From an optimization exercise on the open Yosys and OpenROAD flow, aimed at small area, a short achievable clock period and few clock cycles per item; shortcuts taken in it are not production practice. The RTL was checked by simulation tests, not by an equivalence proof against the original design.

==> flow/design.v <==
package sigmoid_pkg;
  function automatic integer sig_one(input integer f);
    sig_one = 1 << f;
  endfunction
  function automatic integer sig_sat_pos(input integer f);
    sig_sat_pos = 4 << f;
  endfunction
  function automatic integer sig_sat_neg(input integer f);
    sig_sat_neg = -(4 << f);
  endfunction
endpackage
module sigmoid_core (
  input  logic [7:0] t,
  output logic [6:0] q
);
  wire t0 = (t[0] & t[5]) ^ (t[1] & t[4]);
  wire t1 = (t[0] & t[5]) & (t[1] & t[4]);
  wire t2 = (t[0] & t[6]) ^ (t[1] & t[5]);
  wire t3 = (t[0] & t[6]) & (t[1] & t[5]);
  wire t4 = (t[0] & t[7]) ^ (t[1] & t[6]) ^ (t[2] & t[5]);
  wire t5 = ((t[0] & t[7]) & (t[1] & t[6])) | ((t[0] & t[7]) & (t[2] & t[5])) | ((t[1] & t[6]) & (t[2] & t[5]));
  wire t6 = (t[1] & t[7]) ^ (t[2] & t[6]) ^ (t[3] & t[5]);
  wire t7 = ((t[1] & t[7]) & (t[2] & t[6])) | ((t[1] & t[7]) & (t[3] & t[5])) | ((t[2] & t[6]) & (t[3] & t[5]));
  wire t8 = (t[2] & t[7]) ^ (t[3] & t[6]) ^ (t[4] & t[5]);
  wire t9 = ((t[2] & t[7]) & (t[3] & t[6])) | ((t[2] & t[7]) & (t[4] & t[5])) | ((t[3] & t[6]) & (t[4] & t[5]));
  wire t10 = (t[0] & t[3]) ^ (t[1] & t[2]);
  wire t11 = (t[0] & t[3]) & (t[1] & t[2]);
  wire t12 = (t[0] & t[4]) ^ (t[1] & t[3]);
  wire t13 = (t[0] & t[4]) & (t[1] & t[3]);
  wire t14 = t0 ^ (t[2] & t[3]) ^ t[3];
  wire t15 = (t0 & (t[2] & t[3])) | (t0 & t[3]) | ((t[2] & t[3]) & t[3]);
  wire t16 = t1 ^ t2 ^ (t[2] & t[4]);
  wire t17 = (t1 & t2) | (t1 & (t[2] & t[4])) | (t2 & (t[2] & t[4]));
  wire t18 = t3 ^ t4 ^ (t[4] & ~t[3]);
  wire t19 = (t3 & t4) | (t3 & (t[4] & ~t[3])) | (t4 & (t[4] & ~t[3]));
  wire t20 = t5 ^ t6 ^ (t[3] & t[4]);
  wire t21 = (t5 & t6) | (t5 & (t[3] & t[4])) | (t6 & (t[3] & t[4]));
  wire t22 = t7 ^ t8 ^ t[5];
  wire t23 = (t7 & t8) | (t7 & t[5]) | (t8 & t[5]);
  wire t24 = t9 ^ (t[3] & t[7]) ^ (t[4] & t[6]);
  wire t25 = (t9 & (t[3] & t[7])) | (t9 & (t[4] & t[6])) | ((t[3] & t[7]) & (t[4] & t[6]));
  wire t26 = (t[4] & t[7]) ^ (t[5] & t[6]) ^ t[6];
  wire t27 = ((t[4] & t[7]) & (t[5] & t[6])) | ((t[4] & t[7]) & t[6]) | ((t[5] & t[6]) & t[6]);
  wire t28 = (t[0] & t[1]) ^ t[1];
  wire t29 = (t[0] & t[1]) & t[1];
  wire t30 = t10 ^ t[2];
  wire t31 = t10 & t[2];
  wire t32 = t11 ^ t12;
  wire t33 = t11 & t12;
  wire t34 = t13 ^ t14;
  wire t35 = t13 & t14;
  wire t36 = t15 ^ t16;
  wire t37 = t15 & t16;
  wire t38 = t17 ^ t18;
  wire t39 = t17 & t18;
  wire t40 = t19 ^ t20;
  wire t41 = t19 & t20;
  wire t42 = t21 ^ t22;
  wire t43 = t21 & t22;
  wire t44 = t23 ^ t24;
  wire t45 = t23 & t24;
  wire t46 = t25 ^ t26;
  wire t47 = t25 & t26;
  wire t48 = t27 ^ (t[5] & t[7]);
  wire t49 = t27 & (t[5] & t[7]);
  wire t50 = (t[6] & t[7]) ^ t[7];
  wire t51 = (t[6] & t[7]) & t[7];
  wire t52 = (t[0] & t[2]) & t29;
  wire t53 = (t[0] & t[2]) & t28;
  wire t54 = t33 | (t32 & t31);
  wire t55 = t32 & t30;
  wire t56 = t37 | (t36 & t35);
  wire t57 = t36 & t34;
  wire t58 = t41 | (t40 & t39);
  wire t59 = t40 & t38;
  wire t60 = t45 | (t44 & t43);
  wire t61 = t44 & t42;
  wire t62 = t49 | (t48 & t47);
  wire t63 = t48 & t46;
  wire t64 = t35 | (t34 & t54);
  wire t65 = t34 & t55;
  wire t66 = t56 | (t57 & t54);
  wire t67 = t57 & t55;
  wire t68 = t43 | (t42 & t58);
  wire t69 = t42 & t59;
  wire t70 = t60 | (t61 & t58);
  wire t71 = t61 & t59;
  wire t72 = t51 | (t50 & t62);
  wire t73 = t50 & t63;
  wire t74 = t31 | (t30 & t52);
  wire t75 = t54 | (t55 & t52);
  wire t76 = t64 | (t65 & t52);
  wire t77 = t66 | (t67 & t52);
  wire t78 = t47 | (t46 & t70);
  wire t79 = t46 & t71;
  wire t80 = t62 | (t63 & t70);
  wire t81 = t63 & t71;
  wire t82 = t72 | (t73 & t70);
  wire t83 = t73 & t71;
  wire t84 = t39 | (t38 & t77);
  wire t85 = t58 | (t59 & t77);
  wire t86 = t68 | (t69 & t77);
  wire t87 = t70 | (t71 & t77);
  wire t88 = t78 | (t79 & t77);
  wire t89 = t80 | (t81 & t77);
  wire t90 = t82 | (t83 & t77);
  wire t91 = (t[0] & t[2]) ^ t29;
  wire t92 = t30 ^ t52;
  wire t93 = t32 ^ t74;
  wire t94 = t34 ^ t75;
  wire t95 = t36 ^ t76;
  wire t96 = t38 ^ t77;
  wire t97 = t40 ^ t84;
  wire t98 = t42 ^ t85;
  wire t99 = t44 ^ t86;
  wire t100 = t46 ^ t87;
  wire t101 = t48 ^ t88;
  wire t102 = t50 ^ t89;
  assign q = {t90, t102, t101, t100, t99, t98, t97};
endmodule
module sigmoid_lane (
  input  logic        clk,
  input  logic        i_en,
  input  logic        i_mode,    
  input  logic [15:0] i_x,
  input  logic        r1_mode,   
  input  logic        r_mode,    
  output logic [15:0] o_y,
  output logic        o_sat
);
  logic       w_neg;
  logic       w_sat;
  logic [7:0] w_xs;      
  logic       w_lo;      
  logic [7:0] w_y;
  logic       w_cin;
  logic [7:0] w_pa;      
  logic [7:0] w_t;
  assign w_neg = i_x[15];
  always_comb begin
    if (i_mode) begin
      w_sat = w_neg ? (~&i_x[14:9]  | ~|i_x[8:0]) : |i_x[14:9];
      w_xs  = i_x[8:1];
      w_lo  = i_x[0];
    end else begin
      w_sat = w_neg ? (~&i_x[14:10] | ~|i_x[9:0]) : |i_x[14:10];
      w_xs  = i_x[9:2];
      w_lo  = |i_x[1:0];
    end
    w_y     = w_xs ^ {8{~w_neg}};
    w_cin   = ~w_neg | w_lo;
    w_pa[0] = 1'b1;
    w_pa[1] = w_y[0];
    w_pa[2] = &w_y[1:0];
    w_pa[3] = w_pa[2] & w_y[2];
    w_pa[4] = w_pa[2] & (&w_y[3:2]);
    w_pa[5] = w_pa[4] & w_y[4];
    w_pa[6] = w_pa[4] & (&w_y[5:4]);
    w_pa[7] = w_pa[4] & (&w_y[6:4]);
    w_t = w_y ^ (w_pa & {8{w_cin}});
    if (w_sat) w_t = 8'd1;
  end
  logic [7:0] r1_t;
  logic       r1_neg;
  logic       r1_sat;
  always_ff @(posedge clk) begin
    if (i_en) begin
      r1_t   <= w_t;
      r1_neg <= w_neg;
      r1_sat <= w_sat;
    end
  end
  logic [6:0] w_q;
  sigmoid_core u_core (
    .t (r1_t),
    .q (w_q)
  );
  logic [8:0] w_sc;
  assign w_sc = r1_mode ? {~|r1_t, w_q, 1'b0} : {1'b0, ~|r1_t, w_q};
  logic [8:0] r2_sc;
  logic       r2_neg;
  logic       r2_sat;
  always_ff @(posedge clk) begin
    if (i_en) begin
      r2_sc  <= w_sc;
      r2_neg <= r1_neg;
      r2_sat <= r1_sat;
    end
  end
  logic [9:0] w_p;
  logic       w_pos;
  assign w_pos = ~r2_neg;
  always_comb begin
    w_p[0] = 1'b0;
    w_p[1] = r2_sc[0];
    w_p[2] = |r2_sc[1:0];
    w_p[3] = |r2_sc[2:0];
    w_p[4] = |r2_sc[3:0];
    w_p[5] = w_p[4] | r2_sc[4];
    w_p[6] = w_p[4] | (|r2_sc[5:4]);
    w_p[7] = w_p[4] | (|r2_sc[6:4]);
    w_p[8] = w_p[4] | (|r2_sc[7:4]);
    w_p[9] = w_p[8] | r2_sc[8];
    for (int i = 0; i < 8; i++) o_y[i] = r2_sc[i] ^ (w_pos & w_p[i]);
    o_y[8]    = w_pos ? ~w_p[9] : (r_mode ^ r2_sc[8]);
    o_y[15:9] = {7{r2_neg & r_mode & ~r2_sc[8]}};
  end
  assign o_sat = r2_sat;
endmodule
module sigmoid_pipe #(
  parameter int W     = 16,
  parameter int F     = W / 2,
  parameter int LANES = 4
) (
  input  logic               clk,
  input  logic               rst,
  input  logic               in_valid,
  output logic               in_ready,
  input  logic [LANES*W-1:0] in_data,
  input  logic               in_mode,
  output logic               out_valid,
  input  logic               out_ready,
  output logic [LANES*W-1:0] out_data,
  output logic [LANES-1:0]   out_sat
);
  logic       w_en;
  logic [1:0] r_vld;
  logic [1:0] r_mode;
  logic       w_mode;
  assign w_mode = in_mode;
  assign w_en      = !r_vld[1] || out_ready;
  assign in_ready  = w_en;
  assign out_valid = r_vld[1];
  always_ff @(posedge clk) begin
    if (rst)       r_vld <= '0;
    else if (w_en) r_vld <= {r_vld[0], in_valid};
  end
  always_ff @(posedge clk) begin
    if (w_en) r_mode <= {r_mode[0], w_mode};
  end
  for (genvar g = 0; g < LANES; g++) begin : g_lane
    sigmoid_lane u_lane (
      .clk    (clk),
      .i_en   (w_en),
      .i_mode (w_mode),
      .i_x    (in_data[g*W +: W]),
      .r1_mode(r_mode[0]),
      .r_mode (r_mode[1]),
      .o_y    (out_data[g*W +: W]),
      .o_sat  (out_sat[g])
    );
  end
endmodule
export LEC_CHECK = 0
export ABC_AREA = 1
export CAP_MARGIN = 20
export CORE_MARGIN = 2
export CORE_UTILIZATION = 40
export SETUP_SLACK_MARGIN = 3.2
export SLEW_MARGIN = 20
create_clock -name core_clock -period 7.0 [get_ports {clk}]
standard.sh (not shown) runs the stock make flow with config.mk's settings and CLKGATE_MAP_FILE= SYNTH_SCRIPT=/design/flow/synth_recipe.tcl, a recipe that flattens the netlist after the stock synthesis.
==> flow/flow/run.sh <==
#!/bin/bash
# Layout flow: the standard ORFS flow (standard.sh) with three changes:
#  - synthesis leaves the adders to ABC (no ADDER_MAP_FILE, so no fa/ha cells) and maps the
#    logic with flow/abc_map.script (a 60 s &deepsyn restructuring, then ABC's area mapper)
#    in place of ORFS's ABC script;
#    everything else in the synthesis, registers included, is the standard flow's own synth_recipe.tcl;
#  - port buffers use the platform's plain buf_1 cell instead of the one buffer_ports picks;
#  - clock tree: small clock buffers and no dummy loads.
# Each step's full output goes to a log file of its own here; ORFS keeps its per-step logs
# under orfs/logs/.
set -euo pipefail
W=$PWD
export BUFFER_PORTS_ARGS="-buffer_cell sky130_fd_sc_hd__buf_1"
export CTS_ARGS="-sink_clustering_enable -repair_clock_nets -dont_use_dummy_load -buf_list {sky130_fd_sc_hd__clkbuf_4 sky130_fd_sc_hd__clkbuf_8} -root_buf sky130_fd_sc_hd__clkbuf_8"

# synth_recipe.tcl with every "abc -script X ..." call given flow/abc_map.script as X
cat > "$W/synth_abc.tcl" <<TCL
proc abc {args} {
  set i [lsearch -exact \$args -script]
  if {\$i >= 0} { set args [lreplace \$args [expr {\$i + 1}] [expr {\$i + 1}] {$W/flow/abc_map.script}] }
  yosys abc {*}\$args
}
source {$W/synth_recipe.tcl}
TCL
sed "s#SYNTH_SCRIPT=[^ ]*#SYNTH_SCRIPT=$W/synth_abc.tcl ADDER_MAP_FILE=#" standard.sh > my_standard.sh
grep -q "SYNTH_SCRIPT=$W/synth_abc.tcl ADDER_MAP_FILE=" my_standard.sh

bash my_standard.sh synth > synth.log 2>&1
bash my_standard.sh > layout.log 2>&1
==> flow/flow/abc_map.script <==
strash
&get -n
&deepsyn -T 60
&put
dch -f
amap
topo
stime -c
buffer -c
upsize -c
dnsize -c
The first run ran to the end with no violations.
Testbench counts at the start, summed over its fixed seeds: cycles 8,016, items 8,000.
Then changed:
--- a/flow/design.v
+++ b/flow/design.v
@@ -121,21 +121,19 @@
 module sigmoid_lane (
   input  logic        clk,
   input  logic        i_en,
   input  logic        i_mode,    
   input  logic [15:0] i_x,
-  input  logic        r1_mode,   
   input  logic        r_mode,    
   output logic [15:0] o_y,
   output logic        o_sat
 );
   logic       w_neg;
   logic       w_sat;
   logic [7:0] w_xs;      
   logic       w_lo;      
-  logic [7:0] w_y;
-  logic       w_cin;
+  logic [7:0] w_po;      
   logic [7:0] w_pa;      
   logic [7:0] w_t;
   assign w_neg = i_x[15];
   always_comb begin
     if (i_mode) begin
@@ -145,21 +143,18 @@
     end else begin
       w_sat = w_neg ? (~&i_x[14:10] | ~|i_x[9:0]) : |i_x[14:10];
       w_xs  = i_x[9:2];
       w_lo  = |i_x[1:0];
     end
-    w_y     = w_xs ^ {8{~w_neg}};
-    w_cin   = ~w_neg | w_lo;
+    w_po[0] = 1'b0;
     w_pa[0] = 1'b1;
-    w_pa[1] = w_y[0];
-    w_pa[2] = &w_y[1:0];
-    w_pa[3] = w_pa[2] & w_y[2];
-    w_pa[4] = w_pa[2] & (&w_y[3:2]);
-    w_pa[5] = w_pa[4] & w_y[4];
-    w_pa[6] = w_pa[4] & (&w_y[5:4]);
-    w_pa[7] = w_pa[4] & (&w_y[6:4]);
-    w_t = w_y ^ (w_pa & {8{w_cin}});
+    for (int i = 1; i < 8; i++) begin
+      w_po[i] = w_po[i-1] | w_xs[i-1];
+      w_pa[i] = w_pa[i-1] & w_xs[i-1];
+    end
+    for (int i = 0; i < 8; i++)
+      w_t[i] = w_xs[i] ^ (w_neg ? (w_lo & w_pa[i]) : w_po[i]);
     if (w_sat) w_t = 8'd1;
   end
   logic [7:0] r1_t;
   logic       r1_neg;
   logic       r1_sat;
@@ -173,39 +168,42 @@
   logic [6:0] w_q;
   sigmoid_core u_core (
     .t (r1_t),
     .q (w_q)
   );
-  logic [8:0] w_sc;
-  assign w_sc = r1_mode ? {~|r1_t, w_q, 1'b0} : {1'b0, ~|r1_t, w_q};
-  logic [8:0] r2_sc;
+  logic [6:0] r2_q;
+  logic       r2_t8;
   logic       r2_neg;
   logic       r2_sat;
   always_ff @(posedge clk) begin
     if (i_en) begin
-      r2_sc  <= w_sc;
+      r2_q   <= w_q;
+      r2_t8  <= ~|r1_t;
       r2_neg <= r1_neg;
       r2_sat <= r1_sat;
     end
   end
-  logic [9:0] w_p;
+  logic [7:0] w_p;
+  logic [8:0] w_sig;
   logic       w_pos;
   assign w_pos = ~r2_neg;
   always_comb begin
     w_p[0] = 1'b0;
-    w_p[1] = r2_sc[0];
-    w_p[2] = |r2_sc[1:0];
-    w_p[3] = |r2_sc[2:0];
-    w_p[4] = |r2_sc[3:0];
-    w_p[5] = w_p[4] | r2_sc[4];
-    w_p[6] = w_p[4] | (|r2_sc[5:4]);
-    w_p[7] = w_p[4] | (|r2_sc[6:4]);
-    w_p[8] = w_p[4] | (|r2_sc[7:4]);
-    w_p[9] = w_p[8] | r2_sc[8];
-    for (int i = 0; i < 8; i++) o_y[i] = r2_sc[i] ^ (w_pos & w_p[i]);
-    o_y[8]    = w_pos ? ~w_p[9] : (r_mode ^ r2_sc[8]);
-    o_y[15:9] = {7{r2_neg & r_mode & ~r2_sc[8]}};
+    w_p[1] = r2_q[0];
+    w_p[2] = |r2_q[1:0];
+    w_p[3] = |r2_q[2:0];
+    w_p[4] = |r2_q[3:0];
+    w_p[5] = w_p[4] | r2_q[4];
+    w_p[6] = w_p[4] | (|r2_q[5:4]);
+    w_p[7] = w_p[4] | (|r2_q[6:4]);
+    for (int i = 0; i < 7; i++) w_sig[i] = r2_q[i] ^ (w_pos & w_p[i]);
+    w_sig[7] = r2_t8 | (w_pos & w_p[7]);
+    w_sig[8] = w_pos & ~r2_t8 & ~w_p[7];
+  end
+  always_comb begin
+    if (r_mode) o_y = {{7{~w_sig[8] & ~w_sig[7]}}, ~w_sig[7], w_sig[6:0], 1'b0};   
+    else        o_y = {7'd0, w_sig};
   end
   assign o_sat = r2_sat;
 endmodule
 module sigmoid_pipe #(
   parameter int W     = 16,
@@ -242,11 +240,10 @@
     sigmoid_lane u_lane (
       .clk    (clk),
       .i_en   (w_en),
       .i_mode (w_mode),
       .i_x    (in_data[g*W +: W]),
-      .r1_mode(r_mode[0]),
       .r_mode (r_mode[1]),
       .o_y    (out_data[g*W +: W]),
       .o_sat  (out_sat[g])
     );
   end
Outcome:
- non-clock buffer count is unchanged
- wire length went down by 1.5%
- global-route usage climbs by 0.80 points
- setup slack got worse by 110 ps
- critical path depth goes down by 3
- utilization went up by 0.86 points
Testbench counts after the change, summed over its fixed seeds: cycles 8,016, items 8,000.

-- what the ideal ports hide --
Ports are ideal in the flow. The routed layouts listed here were re-timed in OpenROAD.
Step 1 assumes that a clkbuf_16 drives the clock port and a buf_2 every other input.
Step 2 times the ports against the registers' clock, not the clock port: input delays grow and output delays shrink by t, the midpoint of the rising clock arrivals with the driver on.
Slacks: ideal ports / drivers / drivers and shift; pairs: ideal ports / drivers.
run | shift t [ns] | slack for setup (ns) | latest minus earliest clock arrival (ns)
the first run | 0.383 | 3.445 / 3.410 / 3.129 | 0.016 / 0.016
the second run | 0.379 | 3.340 / 3.306 / 3.098 | 0.024 / 0.023
After both steps setup and hold are still met in every run listed. For the first run, which loses most, drivers alone change the setup slack by -0.035 ns; drivers and shift together by -0.316 ns.
